From an optimization exercise on the open Yosys and OpenROAD flow, aimed at small area, a short achievable clock period and few clock cycles per item; shortcuts taken in it are not production practice.
The RTL was checked by simulation tests, not by an equivalence proof against the original design.

==> flow/design.v <==
`timescale 1ns / 1ps
package fkect_pkg;
    localparam int KEY_W  = 31;
    localparam int SLOT_W = 4;
    typedef enum logic [2:0] {
        ST_IDLE,
        ST_SCAN,
        ST_DRAIN,
        ST_DIST,
        ST_DECIDE,
        ST_COMMIT
    } t_state;
    typedef struct packed {
        logic start;    
        logic issue;    
        logic gap;      
        logic decide;   
        logic commit;   
    } t_dp_cmd;
    typedef struct packed {
        logic empty;        
        logic last_issue;   
        logic out_free;     
    } t_dp_sts;
endpackage
`timescale 1ns / 1ps
module fkect_ram #(
    parameter int WIDTH = 31,
    parameter int DEPTH = 16
) (
    input  logic                     i_clk,
    input  logic                     i_we,
    input  logic [$clog2(DEPTH)-1:0] i_waddr,
    input  logic [WIDTH-1:0]         i_wdata,
    input  logic [$clog2(DEPTH)-1:0] i_raddr,
    output logic [WIDTH-1:0]         o_rdata
);
    logic [WIDTH-1:0] r_mem [DEPTH];
    logic [WIDTH-1:0] r_rdata;
    always_ff @(posedge i_clk) begin
        if (i_we) begin
            r_mem[i_waddr] <= i_wdata;
        end
        r_rdata <= r_mem[i_raddr];
    end
    assign o_rdata = r_rdata;
endmodule
`timescale 1ns / 1ps
module fkect_ctrl (
    input  logic               i_clk,
    input  logic               i_rst_n,
    input  logic               i_req_valid,
    output logic               o_req_ready,
    input  fkect_pkg::t_dp_sts i_sts,
    output fkect_pkg::t_dp_cmd o_cmd
);
    fkect_pkg::t_state r_state;
    fkect_pkg::t_state n_state;
    always_ff @(posedge i_clk) begin
        if (!i_rst_n) begin
            r_state <= fkect_pkg::ST_IDLE;
        end else begin
            r_state <= n_state;
        end
    end
    always_comb begin
        n_state = r_state;
        case (r_state)
            fkect_pkg::ST_IDLE: begin
                if (i_req_valid) begin
                    n_state = i_sts.empty ? fkect_pkg::ST_DIST : fkect_pkg::ST_SCAN;
                end
            end
            fkect_pkg::ST_SCAN: begin
                if (i_sts.last_issue) begin
                    n_state = fkect_pkg::ST_DRAIN;
                end
            end
            fkect_pkg::ST_DRAIN:  n_state = fkect_pkg::ST_DIST;
            fkect_pkg::ST_DIST:   n_state = fkect_pkg::ST_DECIDE;
            fkect_pkg::ST_DECIDE: n_state = fkect_pkg::ST_COMMIT;
            fkect_pkg::ST_COMMIT: begin
                if (i_sts.out_free) begin
                    n_state = fkect_pkg::ST_IDLE;
                end
            end
            default:   n_state = fkect_pkg::ST_IDLE;
        endcase
    end
    always_comb begin
        o_cmd       = '0;
        o_req_ready = 1'b0;
        case (r_state)
            fkect_pkg::ST_IDLE: begin
                o_req_ready = 1'b1;
                o_cmd.start = i_req_valid;
            end
            fkect_pkg::ST_SCAN:   o_cmd.issue  = 1'b1;
            fkect_pkg::ST_DIST:   o_cmd.gap    = 1'b1;
            fkect_pkg::ST_DECIDE: o_cmd.decide = 1'b1;
            fkect_pkg::ST_COMMIT: o_cmd.commit = i_sts.out_free;
            default: begin
                o_cmd       = '0;
                o_req_ready = 1'b0;
            end
        endcase
    end
endmodule
`timescale 1ns / 1ps
module fkect_dp #(
    parameter int CAPACITY = 16
) (
    input  logic                          i_clk,
    input  logic                          i_rst_n,
    input  fkect_pkg::t_dp_cmd            i_cmd,
    output fkect_pkg::t_dp_sts            o_sts,
    input  logic [fkect_pkg::KEY_W-1:0]   i_line_number,
    input  logic                          i_rsp_ready,
    output logic                          o_rsp_valid,
    output logic                          o_hit,
    output logic [fkect_pkg::SLOT_W-1:0]  o_slot,
    output logic                          o_evicted,
    output logic [fkect_pkg::KEY_W-1:0]   o_evicted_line
);
    localparam int IDX_W = $clog2(CAPACITY);
    localparam int CNT_W = $clog2(CAPACITY + 1);
    logic [fkect_pkg::KEY_W-1:0] r_key;
    logic [CNT_W-1:0] r_count;
    logic             full;
    logic [IDX_W-1:0] r_rd_idx;
    logic             r_dv;
    logic             r_dv_first;
    logic [IDX_W-1:0] r_dv_idx;
    logic [fkect_pkg::KEY_W-1:0] rd_key;
    logic             r_found;
    logic [IDX_W-1:0] r_hit_slot;
    logic [fkect_pkg::KEY_W-1:0] r_hi_key;
    logic [IDX_W-1:0] r_hi_slot;
    logic             r_have_lo;
    logic [fkect_pkg::KEY_W-1:0] r_lo_key;
    logic [IDX_W-1:0] r_lo_slot;
    logic [fkect_pkg::KEY_W-1:0] r_dist_lo;
    logic [fkect_pkg::KEY_W-1:0] r_dist_hi;
    logic [IDX_W-1:0] r_sel_slot;
    logic             r_ev;
    logic [fkect_pkg::KEY_W-1:0] r_ev_line;
    logic              r_o_valid;
    logic              r_o_hit;
    logic [fkect_pkg::SLOT_W-1:0] r_o_slot;
    logic              r_o_ev;
    logic [fkect_pkg::KEY_W-1:0]  r_o_ev_line;
    logic [IDX_W+fkect_pkg::SLOT_W-1:0] slot_ext;
    assign full = (r_count == CNT_W'(CAPACITY));
    fkect_ram #(
        .WIDTH (fkect_pkg::KEY_W),
        .DEPTH (CAPACITY)
    ) u_tag_ram (
        .i_clk   (i_clk),
        .i_we    (i_cmd.commit && !r_found),
        .i_waddr (r_sel_slot),
        .i_wdata (r_key),
        .i_raddr (r_rd_idx),
        .o_rdata (rd_key)
    );
    assign o_sts.empty      = (r_count == '0);
    assign o_sts.last_issue = (CNT_W'(r_rd_idx) == r_count - CNT_W'(1));
    assign o_sts.out_free   = !r_o_valid || i_rsp_ready;
    always_ff @(posedge i_clk) begin
        if (!i_rst_n) begin
            r_dv <= 1'b0;
        end else begin
            r_dv <= i_cmd.issue;
        end
        if (i_cmd.start) begin
            r_key    <= i_line_number;
            r_rd_idx <= '0;
        end else if (i_cmd.issue) begin
            r_rd_idx <= r_rd_idx + IDX_W'(1);
        end
        r_dv_first <= (r_rd_idx == '0);
        r_dv_idx   <= r_rd_idx;
    end
    always_ff @(posedge i_clk) begin
        if (i_cmd.start) begin
            r_found   <= 1'b0;
            r_have_lo <= 1'b0;
        end else if (r_dv) begin
            if (!r_found && rd_key == r_key) begin
                r_found    <= 1'b1;
                r_hit_slot <= r_dv_idx;
            end
            if (r_dv_first || rd_key > r_hi_key) begin
                r_hi_key  <= rd_key;
                r_hi_slot <= r_dv_idx;
            end
            if (rd_key != '0 && (!r_have_lo || rd_key < r_lo_key)) begin
                r_have_lo <= 1'b1;
                r_lo_key  <= rd_key;
                r_lo_slot <= r_dv_idx;
            end
        end
    end
    always_ff @(posedge i_clk) begin
        if (i_cmd.gap) begin
            r_dist_lo <= (r_key >= r_lo_key) ? r_key - r_lo_key : r_lo_key - r_key;
            r_dist_hi <= (r_hi_key >= r_key) ? r_hi_key - r_key : r_key - r_hi_key;
        end
    end
    always_ff @(posedge i_clk) begin
        if (i_cmd.decide) begin
            if (r_found) begin
                r_sel_slot <= r_hit_slot;
                r_ev       <= 1'b0;
                r_ev_line  <= '0;
            end else if (!full) begin
                r_sel_slot <= r_count[IDX_W-1:0];
                r_ev       <= 1'b0;
                r_ev_line  <= '0;
            end else if (r_have_lo && r_dist_lo >= r_dist_hi) begin
                r_sel_slot <= r_lo_slot;
                r_ev       <= 1'b1;
                r_ev_line  <= r_lo_key;
            end else begin
                r_sel_slot <= r_hi_slot;
                r_ev       <= 1'b1;
                r_ev_line  <= r_hi_key;
            end
        end
    end
    always_ff @(posedge i_clk) begin
        if (!i_rst_n) begin
            r_count <= '0;
        end else if (i_cmd.commit && !r_found && !full) begin
            r_count <= r_count + CNT_W'(1);
        end
    end
    assign slot_ext = {{fkect_pkg::SLOT_W{1'b0}}, r_sel_slot};
    always_ff @(posedge i_clk) begin
        if (!i_rst_n) begin
            r_o_valid <= 1'b0;
        end else if (i_cmd.commit) begin
            r_o_valid <= 1'b1;
        end else if (i_rsp_ready) begin
            r_o_valid <= 1'b0;
        end
        if (i_cmd.commit) begin
            r_o_hit     <= r_found;
            r_o_slot    <= slot_ext[fkect_pkg::SLOT_W-1:0];
            r_o_ev      <= r_ev;
            r_o_ev_line <= r_ev_line;
        end
    end
    assign o_rsp_valid    = r_o_valid;
    assign o_hit          = r_o_hit;
    assign o_slot         = r_o_slot;
    assign o_evicted      = r_o_ev;
    assign o_evicted_line = r_o_ev_line;
endmodule
`timescale 1ns / 1ps
module farthest_key_eviction_cache_tags_top (
    input  logic        i_clk,
    input  logic        i_rst_n,
    input  logic        i_req_valid,
    output logic        o_req_ready,
    input  logic [30:0] i_req_line_number,
    output logic        o_rsp_valid,
    input  logic        i_rsp_ready,
    output logic        o_rsp_hit,
    output logic [3:0]  o_rsp_slot,
    output logic        o_rsp_evicted,
    output logic [30:0] o_rsp_evicted_line
);
    localparam int CAPACITY = 16;
    fkect_pkg::t_dp_cmd cmd;
    fkect_pkg::t_dp_sts sts;
    fkect_ctrl u_ctrl (
        .i_clk       (i_clk),
        .i_rst_n     (i_rst_n),
        .i_req_valid (i_req_valid),
        .o_req_ready (o_req_ready),
        .i_sts       (sts),
        .o_cmd       (cmd)
    );
    fkect_dp #(
        .CAPACITY (CAPACITY)
    ) u_dp (
        .i_clk          (i_clk),
        .i_rst_n        (i_rst_n),
        .i_cmd          (cmd),
        .o_sts          (sts),
        .i_line_number  (i_req_line_number),
        .i_rsp_ready    (i_rsp_ready),
        .o_rsp_valid    (o_rsp_valid),
        .o_hit          (o_rsp_hit),
        .o_slot         (o_rsp_slot),
        .o_evicted      (o_rsp_evicted),
        .o_evicted_line (o_rsp_evicted_line)
    );
endmodule
==> flow/run.sh <==
#!/bin/bash
# synth_recipe.tcl (not shown) runs the flow's synth.tcl, then flattens the netlist and writes it again
# the make line also repeats each setting of config.mk as NAME=value (left out here)
make -C /OpenROAD-flow-scripts/flow DESIGN_CONFIG=/design/flow/config.mk WORK_HOME=/design/flow/orfs CLKGATE_MAP_FILE= SYNTH_SCRIPT=/design/flow/synth_recipe.tcl finish
==> flow/config.mk <==
export PLATFORM = sky130hd
export DESIGN_NAME = farthest_key_eviction_cache_tags_top
export DESIGN_NICKNAME = farthest_key_eviction_cache_tags_top
export VERILOG_FILES = /design/flow/design.v
export SDC_FILE = /design/flow/constraint.sdc
export NUM_CORES = 4
export LEC_CHECK = 0
export CAP_MARGIN = 20
export CORE_MARGIN = 2
export CORE_UTILIZATION = 40
export SLEW_MARGIN = 20
==> flow/constraint.sdc <==
create_clock -name core_clock -period 4.5 [get_ports {i_clk}]
set_input_delay 0.9000 -clock core_clock [delete_from_list [all_inputs] [get_ports {i_clk}]]
set_output_delay 0.9000 -clock core_clock [all_outputs]
set_load 0.01 [all_outputs]
==> run summary <==
[synthesized netlist by cell type (19+ instances only)]
| library cell | count | area [sq um] |
|---|---|---|
| a21o_1 | 66 | 495 |
| o21bai_1 | 24 | 180 |
| mux4_2 | 155 | 3490 |
| nand4_1 | 49 | 307 |
| xor2_1 | 59 | 517 |
| nor3_1 | 38 | 190 |
| nand2_1 | 96 | 360 |
| o21ai_0 | 95 | 475 |
| nor4_1 | 24 | 150 |
| clkbuf_1 | 63 | 236 |
| nand3_1 | 26 | 130 |
| edfxtp_1 | 736 | 22100 |
| buf_2 | 31 | 155 |
| nor2_1 | 175 | 657 |
| ha_1 | 218 | 2730 |
| mux2i_1 | 20 | 200 |
| xnor2_1 | 39 | 342 |
| o21a_1 | 19 | 143 |
| a21oi_1 | 195 | 976 |
| nor2b_1 | 24 | 150 |
| dfxtp_1 | 52 | 1040 |
| inv_1 | 167 | 627 |
[per-layer routing]
metal | part of all wire [%] | vias up | global-route usage (%)
li1 | - | 10200 | -
met1 | 43 | 11800 | 31.5
met2 | 46 | 812 | 36.7
met3 | 5.2 | 201 | 2.64
met4 | 5.3 | 0 | 10.9
met5 | 0 | - | 0
[layout make-up]
| class | instances | area share [%] |
|---|---|---|
| clock buffer | 107 | 5.22 |
| clock inverter | 46 | 1.25 |
| multi-input combinational | 1511 | 30.8 |
| inverter | 168 | 1.47 |
| antenna | 1 | 0.00581 |
| sequential | 788 | 53.8 |
| timing repair buffer | 182 | 3.82 |
| tap | 1254 | 3.65 |
[final timing paths]
path / start / to / cells past startpoint
max: u_dp.r_key[17]$_DFFE_PP_ / u_dp.r_dist_lo[27]$_DFFE_PN_ / 12
min reg2reg: u_dp.r_ev_line[0]$_SDFFCE_PP0N_ / u_dp.r_o_ev_line[0]$_DFFE_PP_ / 0
max reg2reg: u_dp.r_key[17]$_DFFE_PP_ / u_dp.r_dist_lo[27]$_DFFE_PN_ / 12
min: u_dp.r_ev_line[0]$_SDFFCE_PP0N_ / u_dp.r_o_ev_line[0]$_DFFE_PP_ / 0
[stage by stage]
stage,hold WS [ns],worst slack (ns),cell area [sq um],cells,util [%]
after global routing,0.429,0.299,43000,4056,46.3
final,0.420,0.434,43000,4057,46.3
after global placement,0.409,0.454,40200,3901,43.3
after CTS,0.425,0.453,43000,4054,46.3
after floorplan,0.329,0.226,37300,2579,-
after detailed placement,0.410,0.486,40200,3901,43.3
[worst register-to-register path: stages, from the launching register on]
cell	delay, ns
edfxtp_1	0.60
buf_4	0.27
ha_1	0.35
buf_4	0.21
nand2_1	0.09
o21ai_0	0.22
a221o_1	0.47
o21ai_4	0.26
nand2_2	0.13
buf_4	0.22
a2111oi_0	0.63
a21oi_1	0.17
xor2_1	0.18
[cell families (layout without fill, tap and decap cells)]
| kind of cell | after synthesis | after routing | share of synthesized area [%] |
|---|---|---|---|
| AOI/OAI and AO/OA | 521 | 521 | 8.88 |
| adders and majority gates | 222 | 222 | 7.52 |
| and+or+nand+nor | 489 | 489 | 6.27 |
| buffers and inverters | 280 | 503 | 2.98 |
| DFF | 788 | 788 | 62.0 |
| other | 0 | 1 | 0 |
| muxes | 181 | 181 | 10.1 |
| xor gates and xnor gates | 98 | 98 | 2.30 |
[power by group through the flow]
stage | Clock (uW) | Combinational [uW] | Sequential [uW]
2_1_floorplan | 0 | 4600 | 9330
3_3_place_gp | 0 | 6890 | 9700
3_5_place_dp | 0 | 6910 | 9730
4_1_cts | 7080 | 6940 | 9570
5_1_grt | 7360 | 7480 | 9630
6_report | 6950 | 6950 | 9580
[sequential cells by signal, summed over array words and instances (netlist names), 3 cells and up]
signal / flops
u_dp.u_tag_ram.r_rdata: 31
u_dp.r_dv_idx: 4
u_dp.r_dist_lo: 31
u_dp.u_tag_ram.r_mem: 496
u_dp.r_hi_key: 31
u_dp.r_dist_hi: 31
u_dp.r_ev_line: 31
u_dp.r_key: 31
u_dp.r_hi_slot: 4
u_ctrl.r_state: 3
u_dp.r_sel_slot: 4
u_dp.r_lo_slot: 4
u_dp.r_rd_idx: 4
u_dp.r_hit_slot: 4
u_dp.r_o_ev_line: 31
u_dp.r_lo_key: 31
u_dp.r_o_slot: 4
u_dp.r_count: 5
==> results_dict.tcl <==
set metrics [dict create \
    postSynth.asyncResetShare_pct 0 \
    postRouteAntennaNets 0 \
    placement.io_buffers 73 \
    cts_setup_buffers 0 \
    num_vias 23000 \
    wirelength_mm 110 \
    slowest_delay_ns 0.63 \
    cellLeakagePower_uw 0.0153 \
    postSynthAreaPerCell_sq_um 14.5 \
    intPower_uw 15700 \
    cts_tree "yes" \
    viasPerCell 5.67 \
    cts_num_sinks 788 \
    cts_buffers 84 \
    ioPinCount 74 \
    seqPwrFrac_pct 40.8 \
    cp_slowest_cell "a2111oi_0" \
    seq_area_sq_um 23200 \
    skew_ns 0.0368 \
    wl_per_cell_microns 27.1 \
    area_growth_syn_to_layout_pct 15.3 \
    clock_path_buffers 3 \
    dp_hpwl_mm 79.6 \
    place.gp.congestion 0.996 \
    drive_gt1_share_pct 15.8 \
    final.min_clock_period_ns 4.07 \
    combPwrFrac_pct 29.6 \
    htree_levels 3 \
    yosys_warnings 3 \
    die_y_microns 310 \
    grt.total_usage_pct 23.0 \
    post-route-period-util_pct 90.4 \
    cp_top_family "compound AO/OA/AOI/OAI gates" \
    drt_iter0_markers 2156 \
    critPathCaptureType "flip-flop" \
    clkTransAtPathRegs_ns 0.06 \
    crit_chain "buf_4, ha_1, buf_4, nand2_1, o21ai_0, a221o_1, o21ai_4, nand2_2, buf_4, a2111oi_0, a21oi_1, xor2_1" \
    synth_cell_types 79 \
    finalHoldViolations 0 \
    clockPowerShare_pct 29.6 \
    grt_max_degree 81 \
    tightest_slew_ns 1.09 \
    power.density_nw_per_um2 546 \
    syn_inst 2579 \
    antenna_found_initial 2 \
    maxSlewViolCount 0 \
    path_buf_inv 3 \
    grt_pass1_vias 23200 \
    ys_seq_area_share_pct 62.0 \
    hold_buffers 0 \
    path_max_fanout 17 \
    rrSetupSlack_ns 0.43 \
    synth-seq-cells 788 \
    grt_pass1_wl_mm 159 \
    hold_path.class "flip-flop to flip-flop" \
    synth_edf_count 736 \
    setup_tns_ns 0 \
    fin_nets 2992 \
    setup_viol 0 \
    startpoint_type "flip-flop" \
    switchingPower_uw 7730 \
    path_class "flip-flop to flip-flop" \
    final_common_cell "edfxtp_1" \
    max-vdd-ir-drop_uv 334 \
    syn-num-nets 2836 \
    slew_headroom_pct 27.5 \
    nFillCells 8015 \
    synth_ff_type "edfxtp_1" \
    clk_latency_ns 0.65 \
    status "finished clean" \
    drv_cap 0 \
    fp.dieArea_sq_um 95800 \
    p_total_uw 23500 \
    required_ns 4.89 \
    swShare_pct 32.9 \
    die_w_microns 310 \
    cp.arrival_ns 4.46 \
    clock.fmax_mhz 246 \
    netlist_area_sq_um 37300 \
    multi_input_area_sq_um 13200 \
    rows 112 \
    path_common_cell "buf_4" \
    start_util_pct 40.2 \
    grt-ovfl-total 0 \
    rsz0062_at_grt "no" \
    core_sq_um 92900 \
    clockRootBuffer "clkbuf_16" \
    first_pass_iters 6 \
    route.detailed.drc 0 \
    layout_common_cells "edfxtp_1 (736), ha_1 (218), a21oi_1 (194)" \
    cts_resized 0 \
]
Testbench counts, summed over its fixed seeds: cycles 334,376, items 16,000.

## separate check: timing with driven ports
In the flow no input, the clock included, has a driving cell. The finished layout below was timed again as built, in two steps.
Step 1 sets driving cells, clkbuf_16 on the clock port and buf_2 on the other inputs (assumed; they add their load-dependent delay and slew).
Step 2 times the ports against the registers' clock, not the clock port: input delays grow and output delays shrink by t, the midpoint of the rising clock arrivals with the driver on.
Three values: ideal ports, drivers, drivers and shift; two values: the first two.
shift t [ns]: 0.700
setup slack, ns: 0.434 / 0.434 / 0.434
worst setup path after step 2: register to register
clock arrival spread, ns: 0.041 / 0.041
worst slew at a driven data input, ns: 0.05
After both steps setup and hold are still met in this run. For this run, drivers alone change the setup slack by 0.000 ns; drivers and shift together by 0.000 ns.
